What follows belongs to an exercise in optimizing a design on an open flow for small area, a short achievable clock period and few clock cycles; a production flow would make more cautious choices.
Function was checked by simulation only, so behaviour that the tests miss may differ from the original.

`design/flow/config.mk`:
```
export PLATFORM = sky130hd
export DESIGN_NAME = mp_top
export DESIGN_NICKNAME = mp_top
export VERILOG_FILES = /design/flow/design.v
export SDC_FILE = /design/flow/constraint.sdc
export NUM_CORES = 4
export LEC_CHECK = 0
export CAP_MARGIN = 20
export CORE_MARGIN = 2
export CORE_UTILIZATION = 40
export SLEW_MARGIN = 20
```
`design/flow/constraint.sdc`:
```
create_clock -name core_clock -period 12.5 [get_ports {clock}]
set_input_delay 2.5000 -clock core_clock [delete_from_list [all_inputs] [get_ports {clock}]]
set_output_delay 2.5000 -clock core_clock [all_outputs]
set_load 0.01 [all_outputs]
```
`design/flow/design.v`:
```
package mp_fixed_pkg;
    typedef logic signed [32-1:0] sample_t;
    typedef logic signed [2*32-1:0] acc_t;
    typedef logic [$clog2(4)-1:0] elem_idx_t;
    typedef logic [$clog2(8)-1:0] atom_idx_t;
    typedef logic [$clog2(8*4)-1:0] dict_addr_t;
    typedef logic [$clog2(2+1)-1:0] iter_idx_t;
    function automatic logic [$clog2(8*4)-1:0] dict_addr(
        input logic [$clog2(8)-1:0] atom, input logic [$clog2(4)-1:0] elem);
        logic [$clog2(8*4)-1:0] base;
        base = atom;
        dict_addr = base * 4 + elem;
    endfunction
    function automatic logic signed [32-1:0] fx_scale(
        input logic signed [2*32-1:0] value);
        fx_scale = value >>> 16;
    endfunction
endpackage
package mp_stage_pkg;
    typedef struct packed {
        logic      valid;
        logic [$clog2(8)-1:0] atom;
        logic signed [32-1:0] value;
        logic      last;
    } product_t;
    typedef struct packed {
        logic      valid;
        logic [$clog2(8)-1:0] location;
        logic signed [32-1:0] value;
    } winner_t;
    typedef struct packed {
        logic      en;
        logic [$clog2(4)-1:0] addr;
        logic signed [32-1:0] data;
    } sample_wr_t;
    typedef struct packed {
        logic       valid;
        logic [$clog2(8*4)-1:0] addr;
    } sample_rd_t;
    typedef enum logic {SEQ_IDLE, SEQ_RUN} seq_state_t;
    typedef enum logic [1:0] {CORR_IDLE, CORR_READ, CORR_DRAIN} corr_state_t;
    typedef enum logic [1:0] {UPD_IDLE, UPD_READ, UPD_FLUSH, UPD_FINISH} upd_state_t;
endpackage
`timescale 1ns/1ps
module mp_residual_bank
(
    input  logic       clock,
    input  logic       reset_n,
    input  logic       busy,
    input  mp_stage_pkg::sample_wr_t host_wr,
    input  mp_stage_pkg::sample_wr_t upd_wr,
    input  mp_stage_pkg::sample_rd_t corr_rd,
    input  mp_stage_pkg::sample_rd_t upd_rd,
    output mp_fixed_pkg::sample_t    rd_data
);
    mp_fixed_pkg::sample_t    mem [4];
    mp_stage_pkg::sample_wr_t wr;
    mp_stage_pkg::sample_rd_t rd;
    always_comb begin
        wr = busy ? upd_wr : host_wr;
        rd = corr_rd.valid ? corr_rd : upd_rd;
    end
    always_ff @(posedge clock) begin
        if (wr.en) begin
            mem[wr.addr] <= wr.data;
        end
        if (!reset_n) begin
            rd_data <= '0;
        end else if (rd.valid) begin
            rd_data <= mem[mp_fixed_pkg::elem_idx_t'(rd.addr)];
        end
    end
endmodule
`timescale 1ns/1ps
module mp_dict_bank
(
    input  logic       clock,
    input  logic       busy,
    input  logic       host_wr_en,
    input  mp_fixed_pkg::dict_addr_t host_wr_addr,
    input  mp_fixed_pkg::sample_t    host_wr_data,
    input  mp_stage_pkg::sample_rd_t corr_rd,
    input  mp_stage_pkg::sample_rd_t upd_rd,
    output mp_fixed_pkg::sample_t    rd_data
);
    mp_fixed_pkg::sample_t    mem [8 * 4];
    mp_stage_pkg::sample_rd_t rd;
    assign rd = corr_rd.valid ? corr_rd : upd_rd;
    always_ff @(posedge clock) begin
        if (host_wr_en && !busy) begin
            mem[host_wr_addr] <= host_wr_data;
        end
        if (rd.valid) begin
            rd_data <= mem[rd.addr];
        end
    end
endmodule
`timescale 1ns/1ps
module mp_sequencer
(
    input  logic clock,
    input  logic reset_n,
    input  logic start,
    input  logic iter_done,
    output logic iter_start,
    output logic busy,
    output logic done
);
    mp_stage_pkg::seq_state_t state;
    mp_fixed_pkg::iter_idx_t  iter_cnt;
    assign busy = (state == mp_stage_pkg::SEQ_RUN);
    always_ff @(posedge clock) begin
        if (!reset_n) begin
            state      <= mp_stage_pkg::SEQ_IDLE;
            iter_cnt   <= '0;
            iter_start <= 1'b0;
            done       <= 1'b0;
        end else begin
            iter_start <= 1'b0;
            done       <= 1'b0;
            case (state)
                mp_stage_pkg::SEQ_IDLE: begin
                    if (start) begin
                        state      <= mp_stage_pkg::SEQ_RUN;
                        iter_cnt   <= '0;
                        iter_start <= 1'b1;
                    end
                end
                mp_stage_pkg::SEQ_RUN: begin
                    if (iter_done) begin
                        if (iter_cnt == mp_fixed_pkg::iter_idx_t'(2 - 1)) begin
                            state <= mp_stage_pkg::SEQ_IDLE;
                            done  <= 1'b1;
                        end else begin
                            iter_cnt   <= iter_cnt + mp_fixed_pkg::iter_idx_t'(1);
                            iter_start <= 1'b1;
                        end
                    end
                end
                default: begin
                    state <= mp_stage_pkg::SEQ_IDLE;
                end
            endcase
        end
    end
endmodule
`timescale 1ns/1ps
module mp_correlator
(
    input  logic       clock,
    input  logic       reset_n,
    input  logic       iter_start,
    output mp_stage_pkg::sample_rd_t res_rd,
    output mp_stage_pkg::sample_rd_t dict_rd,
    input  mp_fixed_pkg::sample_t    res_data,
    input  mp_fixed_pkg::sample_t    dict_data,
    output mp_stage_pkg::product_t   product
);
    mp_stage_pkg::corr_state_t state;
    mp_fixed_pkg::atom_idx_t   atom;
    mp_fixed_pkg::elem_idx_t   elem;
    mp_fixed_pkg::acc_t        acc;
    mp_fixed_pkg::acc_t        term;
    logic        data_ok;
    assign term = mp_fixed_pkg::acc_t'(res_data) * mp_fixed_pkg::acc_t'(dict_data);
    always_comb begin
        res_rd.valid  = (state == mp_stage_pkg::CORR_READ);
        res_rd.addr   = mp_fixed_pkg::dict_addr_t'(elem);
        dict_rd.valid = (state == mp_stage_pkg::CORR_READ);
        dict_rd.addr  = mp_fixed_pkg::dict_addr(atom, elem);
    end
    always_ff @(posedge clock) begin
        if (!reset_n) begin
            state         <= mp_stage_pkg::CORR_IDLE;
            atom          <= '0;
            elem          <= '0;
            acc           <= '0;
            data_ok       <= 1'b0;
            product.valid <= 1'b0;
            product.last  <= 1'b0;
        end else begin
            data_ok       <= (state == mp_stage_pkg::CORR_READ);
            product.valid <= 1'b0;
            product.last  <= 1'b0;
            case (state)
                mp_stage_pkg::CORR_IDLE: begin
                    if (iter_start) begin
                        state <= mp_stage_pkg::CORR_READ;
                        atom  <= '0;
                        elem  <= '0;
                        acc   <= '0;
                    end
                end
                mp_stage_pkg::CORR_READ: begin
                    if (data_ok) begin
                        acc <= acc + term;
                    end
                    if (elem == mp_fixed_pkg::elem_idx_t'(4 - 1)) begin
                        state <= mp_stage_pkg::CORR_DRAIN;
                        elem  <= '0;
                    end else begin
                        elem <= elem + mp_fixed_pkg::elem_idx_t'(1);
                    end
                end
                mp_stage_pkg::CORR_DRAIN: begin
                    product.valid <= 1'b1;
                    product.atom  <= atom;
                    product.value <= mp_fixed_pkg::fx_scale(acc + term);
                    product.last  <= (atom == mp_fixed_pkg::atom_idx_t'(8 - 1));
                    acc           <= '0;
                    if (atom == mp_fixed_pkg::atom_idx_t'(8 - 1)) begin
                        state <= mp_stage_pkg::CORR_IDLE;
                    end else begin
                        atom  <= atom + mp_fixed_pkg::atom_idx_t'(1);
                        state <= mp_stage_pkg::CORR_READ;
                    end
                end
                default: begin
                    state <= mp_stage_pkg::CORR_IDLE;
                end
            endcase
        end
    end
endmodule
`timescale 1ns/1ps
module mp_argmax
(
    input  logic     clock,
    input  logic     reset_n,
    input  mp_stage_pkg::product_t product,
    output mp_stage_pkg::winner_t  winner
);
    mp_fixed_pkg::sample_t   best_mag;
    mp_fixed_pkg::sample_t   best_val;
    mp_fixed_pkg::atom_idx_t best_loc;
    mp_fixed_pkg::sample_t   cur_mag;
    logic      take;
    always_comb begin
        cur_mag = (product.value < 0) ? -product.value : product.value;
        take    = $unsigned(cur_mag) > $unsigned(best_mag);
    end
    always_ff @(posedge clock) begin
        if (!reset_n) begin
            winner.valid <= 1'b0;
            best_mag     <= '0;
            best_val     <= '0;
            best_loc     <= '0;
        end else begin
            winner.valid <= 1'b0;
            if (product.valid) begin
                if (product.last) begin
                    winner.valid    <= 1'b1;
                    winner.location <= take ? product.atom : best_loc;
                    winner.value    <= take ? product.value : best_val;
                    best_mag        <= '0;
                    best_val        <= '0;
                    best_loc        <= '0;
                end else if (take) begin
                    best_mag <= cur_mag;
                    best_val <= product.value;
                    best_loc <= product.atom;
                end
            end
        end
    end
endmodule
`timescale 1ns/1ps
module mp_updater
(
    input  logic       clock,
    input  logic       reset_n,
    input  logic       start,
    input  logic       busy,
    input  mp_stage_pkg::winner_t    winner,
    output mp_stage_pkg::sample_rd_t res_rd,
    output mp_stage_pkg::sample_rd_t dict_rd,
    input  mp_fixed_pkg::sample_t    res_data,
    input  mp_fixed_pkg::sample_t    dict_data,
    output mp_stage_pkg::sample_wr_t res_wr,
    output logic       iter_done,
    input  mp_fixed_pkg::atom_idx_t  x_rd_addr,
    output mp_fixed_pkg::sample_t    x_rd_data
);
    mp_fixed_pkg::sample_t    x_mem [8];
    mp_stage_pkg::upd_state_t state;
    mp_fixed_pkg::elem_idx_t  elem;
    mp_fixed_pkg::elem_idx_t  elem_d;
    logic       data_ok;
    mp_fixed_pkg::atom_idx_t  loc;
    mp_fixed_pkg::sample_t    coef;
    mp_fixed_pkg::sample_t    scaled;
    assign scaled = mp_fixed_pkg::fx_scale(mp_fixed_pkg::acc_t'(coef) * mp_fixed_pkg::acc_t'(dict_data));
    always_comb begin
        res_rd.valid  = (state == mp_stage_pkg::UPD_READ);
        res_rd.addr   = mp_fixed_pkg::dict_addr_t'(elem);
        dict_rd.valid = (state == mp_stage_pkg::UPD_READ);
        dict_rd.addr  = mp_fixed_pkg::dict_addr(loc, elem);
    end
    always_ff @(posedge clock) begin
        if (start && !busy) begin
            for (int i = 0; i < 8; i++) begin
                x_mem[i] <= '0;
            end
        end else if (winner.valid) begin
            x_mem[winner.location] <= x_mem[winner.location] + winner.value;
        end
        x_rd_data <= x_mem[x_rd_addr];
    end
    always_ff @(posedge clock) begin
        if (!reset_n) begin
            state     <= mp_stage_pkg::UPD_IDLE;
            elem      <= '0;
            data_ok   <= 1'b0;
            res_wr.en <= 1'b0;
            iter_done <= 1'b0;
        end else begin
            iter_done   <= 1'b0;
            data_ok     <= (state == mp_stage_pkg::UPD_READ);
            elem_d      <= elem;
            res_wr.en   <= data_ok;
            res_wr.addr <= elem_d;
            res_wr.data <= res_data - scaled;
            case (state)
                mp_stage_pkg::UPD_IDLE: begin
                    if (winner.valid) begin
                        loc   <= winner.location;
                        coef  <= winner.value;
                        elem  <= '0;
                        state <= mp_stage_pkg::UPD_READ;
                    end
                end
                mp_stage_pkg::UPD_READ: begin
                    if (elem == mp_fixed_pkg::elem_idx_t'(4 - 1)) begin
                        state <= mp_stage_pkg::UPD_FLUSH;
                    end else begin
                        elem <= elem + mp_fixed_pkg::elem_idx_t'(1);
                    end
                end
                mp_stage_pkg::UPD_FLUSH: state <= mp_stage_pkg::UPD_FINISH;
                mp_stage_pkg::UPD_FINISH: begin
                    iter_done <= 1'b1;
                    state     <= mp_stage_pkg::UPD_IDLE;
                end
                default: state <= mp_stage_pkg::UPD_IDLE;
            endcase
        end
    end
endmodule
`timescale 1ns/1ps
module mp_top
(
    input  logic       clock,
    input  logic       reset_n,
    input  logic       start,
    input  logic       y_wr_en,
    input  mp_fixed_pkg::elem_idx_t  y_wr_addr,
    input  mp_fixed_pkg::sample_t    y_wr_data,
    input  logic       dict_wr_en,
    input  mp_fixed_pkg::dict_addr_t dict_wr_addr,
    input  mp_fixed_pkg::sample_t    dict_wr_data,
    input  mp_fixed_pkg::atom_idx_t  x_rd_addr,
    output mp_fixed_pkg::sample_t    x_rd_data,
    output logic       busy,
    output logic       done
);
    logic       iter_start;
    logic       iter_done;
    mp_fixed_pkg::sample_t    res_data;
    mp_fixed_pkg::sample_t    dict_data;
    mp_stage_pkg::sample_rd_t corr_res_rd;
    mp_stage_pkg::sample_rd_t corr_dict_rd;
    mp_stage_pkg::sample_rd_t upd_res_rd;
    mp_stage_pkg::sample_rd_t upd_dict_rd;
    mp_stage_pkg::sample_wr_t upd_res_wr;
    mp_stage_pkg::sample_wr_t y_wr;
    assign y_wr.en   = y_wr_en;
    assign y_wr.addr = y_wr_addr;
    assign y_wr.data = y_wr_data;
    mp_stage_pkg::product_t   product;
    mp_stage_pkg::winner_t    winner;
    mp_sequencer mp_sequencer_inst (
        .clock(clock), .reset_n(reset_n), .start(start), .iter_done(iter_done),
        .iter_start(iter_start), .busy(busy), .done(done)
    );
    mp_residual_bank mp_residual_bank_inst (
        .clock(clock), .reset_n(reset_n), .busy(busy),
        .host_wr(y_wr), .upd_wr(upd_res_wr),
        .corr_rd(corr_res_rd), .upd_rd(upd_res_rd), .rd_data(res_data)
    );
    mp_dict_bank mp_dict_bank_inst (
        .clock(clock), .busy(busy),
        .host_wr_en(dict_wr_en), .host_wr_addr(dict_wr_addr), .host_wr_data(dict_wr_data),
        .corr_rd(corr_dict_rd), .upd_rd(upd_dict_rd), .rd_data(dict_data)
    );
    mp_correlator mp_correlator_inst (
        .clock(clock), .reset_n(reset_n), .iter_start(iter_start),
        .res_rd(corr_res_rd), .dict_rd(corr_dict_rd),
        .res_data(res_data), .dict_data(dict_data), .product(product)
    );
    mp_argmax mp_argmax_inst (
        .clock(clock), .reset_n(reset_n), .product(product), .winner(winner)
    );
    mp_updater mp_updater_inst (
        .clock(clock), .reset_n(reset_n), .start(start), .busy(busy), .winner(winner),
        .res_rd(upd_res_rd), .dict_rd(upd_dict_rd),
        .res_data(res_data), .dict_data(dict_data), .res_wr(upd_res_wr),
        .iter_done(iter_done), .x_rd_addr(x_rd_addr), .x_rd_data(x_rd_data)
    );
endmodule
```
`design/flow/run.sh`:
```
#!/bin/bash
# synth_recipe.tcl (not shown) runs the flow's synth.tcl, then flattens the netlist and writes it again
# the make line also repeats each setting of config.mk as NAME=value (left out here)
make -C /OpenROAD-flow-scripts/flow DESIGN_CONFIG=/design/flow/config.mk WORK_HOME=/design/flow/orfs CLKGATE_MAP_FILE= SYNTH_SCRIPT=/design/flow/synth_recipe.tcl finish
```
==> results.toml <==
[place]
post-place-ws_ns = 1.79
gp_congestion = 0.901
dp_hpwl_um = 257000
io_buffers = 112

[grt]
grt_pass1_wl_um = 563000
grt_max_degree = 94
grt_usage_pct = 22.4
grt_antenna_before_repair = 27
grt_overflow = 0
first_global_vias = 89700

[cts]
hold_buffers = 0
cts_buffers = 192
clk_pin_slew_worst_paths_ns = 0.06
cts_num_sinks = 1786
post-cts-setup-buffers = 0
clk_latency_ns = 0.90
cts_tree = "yes"
root_buffer = "clkbuf_16"
cts_max_level = 4
cts_resized = 0
clk_path_buf_depth = 4

[synth]
async_flop_share_pct = 0
synth_compound_area_share_pct = 3.16
postSynthNetCount = 13100
synth_top_flop_cell = "edfxtp_1"
synthTopCellsByCount = "inv_1 (1787), fa_1 (1744), edfxtp_1 (1581)"
synthCells = 10800
synth_top_family_by_area = "adder cells"
synthXorXnorAreaFrac_pct = 1.53
seq_area_frac_synth_pct = 39.0
synth_edf_count = 1581
synth_mux_area_share_pct = 8.30
yosys.area.top_type = "edfxtp_1"
syn_avg_cell_area_um2 = 12.2
synth_top_area_share_pct = 35.9
synthSimpleGateAreaFrac_pct = 10.6
yosys_warnings = 6
yosys-top-cells-area = "edfxtp_1 (36%), fa_1 (26%), mux4_2 (7.1%), inv_1 (5.1%), nand2_1 (4.5%)"
yosys.area_share.adder_pct = 30.6
ys_ff_latch = 1786
synth.most_common_cell = "inv_1"
yosysUniqueCellTypes = 94
syn_area_mm2 = 0.132

[sta]
setup_tns_ns = 0
relSlewSlack_pct = 22.7
fin_crit_sh_pct = 86.3
rsz0062_at_grt = "false"
tightest_slew_ns = 1.16
skew_ns = 0.112
fmax_mhz = 92.7
setup_violations = 0
setup_slack_ns = 1.72
period_minus_slack_ns = 10.78
slew_viol_final = 0
finalHoldViolations = 0

[critical_path]
critPathArrivalTime_ns = 11.40
path_max_fanout = 50
crit_path_top_delay_cell = "edfxtp_1"
cp_common_cell = "fa_1"
startpoint_type = "register"
critPathRequiredTime_ns = 13.12
crit_path_end_kind = "register"
path_class = "reg -> reg"
slowest_delay_ns = 0.64

[finish]
finalNetCount = 13000
areaGrowthSynthToFinish_pct = 9.49
drive_above_1_share_pct = 10.7

[detailed_routing]
wl_per_cell_um = 24.0
post-route-drc-count = 0
vias = 81900
drt_iter0_markers = 6483
via_per_inst = 5.36
ant_nets = 0
firstDrtPassIters = 5
drt_wl_total_um = 368000

[run_status]
status = "complete, no violations"

[die]
die_h_um = 579
die_area_mm2 = 0.336
core_mm2 = 0.330
start_util_pct = 40.1
rows = 211
io_pins = 113
chipWidth_um = 579

[min_path]
min_path_type = "reg -> reg"

[flow_run]
maxCapViolations = 0
through the flow:
stage	utilization [%]	instance area [um2]	std cells	hold slack (ns)
3_5_place_dp	42.0	139000	14900	0.405
6_report	43.9	145000	15300	0.415
2_1_floorplan	-	132000	10800	0.400
3_3_place_gp	42.0	139000	14900	0.415
5_1_grt	43.9	145000	15300	0.434
4_1_cts	43.9	145000	15300	0.416
critical path: cells and delay by family (launching register included):
family / cells / cell delay (ns)
adder cells (fa/ha/maj): 10 / 4.70
AND/OR/NAND/NOR: 6 / 1.30
AO/OA/AOI/OAI: 13 / 2.95
buffers and inverters: 3 / 0.73
flip-flops: 1 / 0.64
XOR/XNOR: 2 / 0.20
final timing paths:
kind | start | endpoint | slack (ns) | depth (start not counted)
worst min register to register | mp_updater_inst.elem_d[0]$_DFFE_PP_ | mp_updater_inst.res_wr[32]$_DFFE_PP_ | 0.42 | 0
worst max register to register | mp_dict_bank_inst.rd_data[4]$_DFFE_PP_ | mp_updater_inst.res_wr[31]$_DFFE_PP_ | 1.72 | 34
worst min-delay path | mp_updater_inst.elem_d[0]$_DFFE_PP_ | mp_updater_inst.res_wr[32]$_DFFE_PP_ | 0.42 | 0
worst max-delay path | mp_dict_bank_inst.rd_data[4]$_DFFE_PP_ | mp_updater_inst.res_wr[31]$_DFFE_PP_ | 1.72 | 34
sequential cells by signal, summed over array words and instances, names as in the netlist, 35 cells and up, named ones only:
name                        cells
mp_updater_inst.res_wr         35
mp_correlator_inst.product     37
mp_correlator_inst.acc         48
mp_argmax_inst.winner          36
mp_updater_inst.x_mem         256
mp_dict_bank_inst.mem        1024
mp_residual_bank_inst.mem     128
layer usage:
| layer | GRT usage (%) | part of all wire [%] |
|---|---|---|
| met5 | 0 | 0.033 |
| met4 | 10.3 | 5.2 |
| met3 | 3.24 | 6.3 |
| met2 | 38.1 | 50 |
| met1 | 28.4 | 39 |
layout by cell type (no fill, tap or decap), types with 69 or more instances in the layout:
cell             netlist  layout
and2_1               669     669
fa_1                1744    1744
clkdlybuf4s50_1        0      93
edfxtp_1            1581    1581
dfxtp_1              205     202
o21ai_0              109      96
clkbuf_16              0     197
xnor2_1              170     170
nand2_1             1579    1572
buf_4                  3     208
mux2_2               134     134
mux4_2               416     416
a21oi_1              175     175
inv_1               1787    1786
nand3_1              190     190
nor2_1               383     345
a21o_1                69      69
a22o_1                83      83
ha_1                 451     451
cells by family (layout without fill, tap and decap cells):
| kind of cell | count (synthesis) | after routing |
|---|---|---|
| AND/OR/NAND/NOR | 3045 | 3045 |
| buffers and inverters | 2395 | 2466 |
| adder cells (fa/ha/maj) | 2195 | 2195 |
| flip-flops | 1786 | 1786 |
| AO/OA/AOI/OAI | 628 | 628 |
| multiplexers | 561 | 561 |
| XOR/XNOR | 230 | 230 |
| other | 0 | 13 |
layout make-up:
class                           instances  area [um2]
Sequential cell                      1786       51600
Inverter                             1788        6710
Multi-Input combinational cell       6659       72100
Clock inverter                         99        1120
Clock buffer                          252        5220
Antenna cell                           13        32.5
Fill cell                           30200      185000
Tap cell                             4366        5460
Timing Repair Buffer                  327        2730
Testbench counts, summed over its fixed seeds: cycles 14,240.

==> static timing again, ports no longer ideal <==
How much do the figures lean on ideal ports? The routed layout below was timed once more, with nothing changed but the port constraints.
Step 1, drivers: a clkbuf_16 drives clock and a buf_2 each remaining input, both assumed.
Step 2 also shifts input and output timing later by t, the mid clock arrival at the registers, as if the neighbouring blocks saw the same clock.
a / b / c = no drivers / after step 1 / after step 2; a / b = the first two.
t, ns: 0.938
setup slack, ns: 1.715 / 1.715 / 1.715
hold WS [ns]: 0.415 / 0.415 / 0.415
worst register clock-pin slew, ns: 0.08 / 0.08
worst slew at a driven data input, ns: 0.16
After both steps this run still meets setup and hold. For this run, drivers alone change the setup slack by 0.000 ns; drivers and shift together by 0.000 ns.
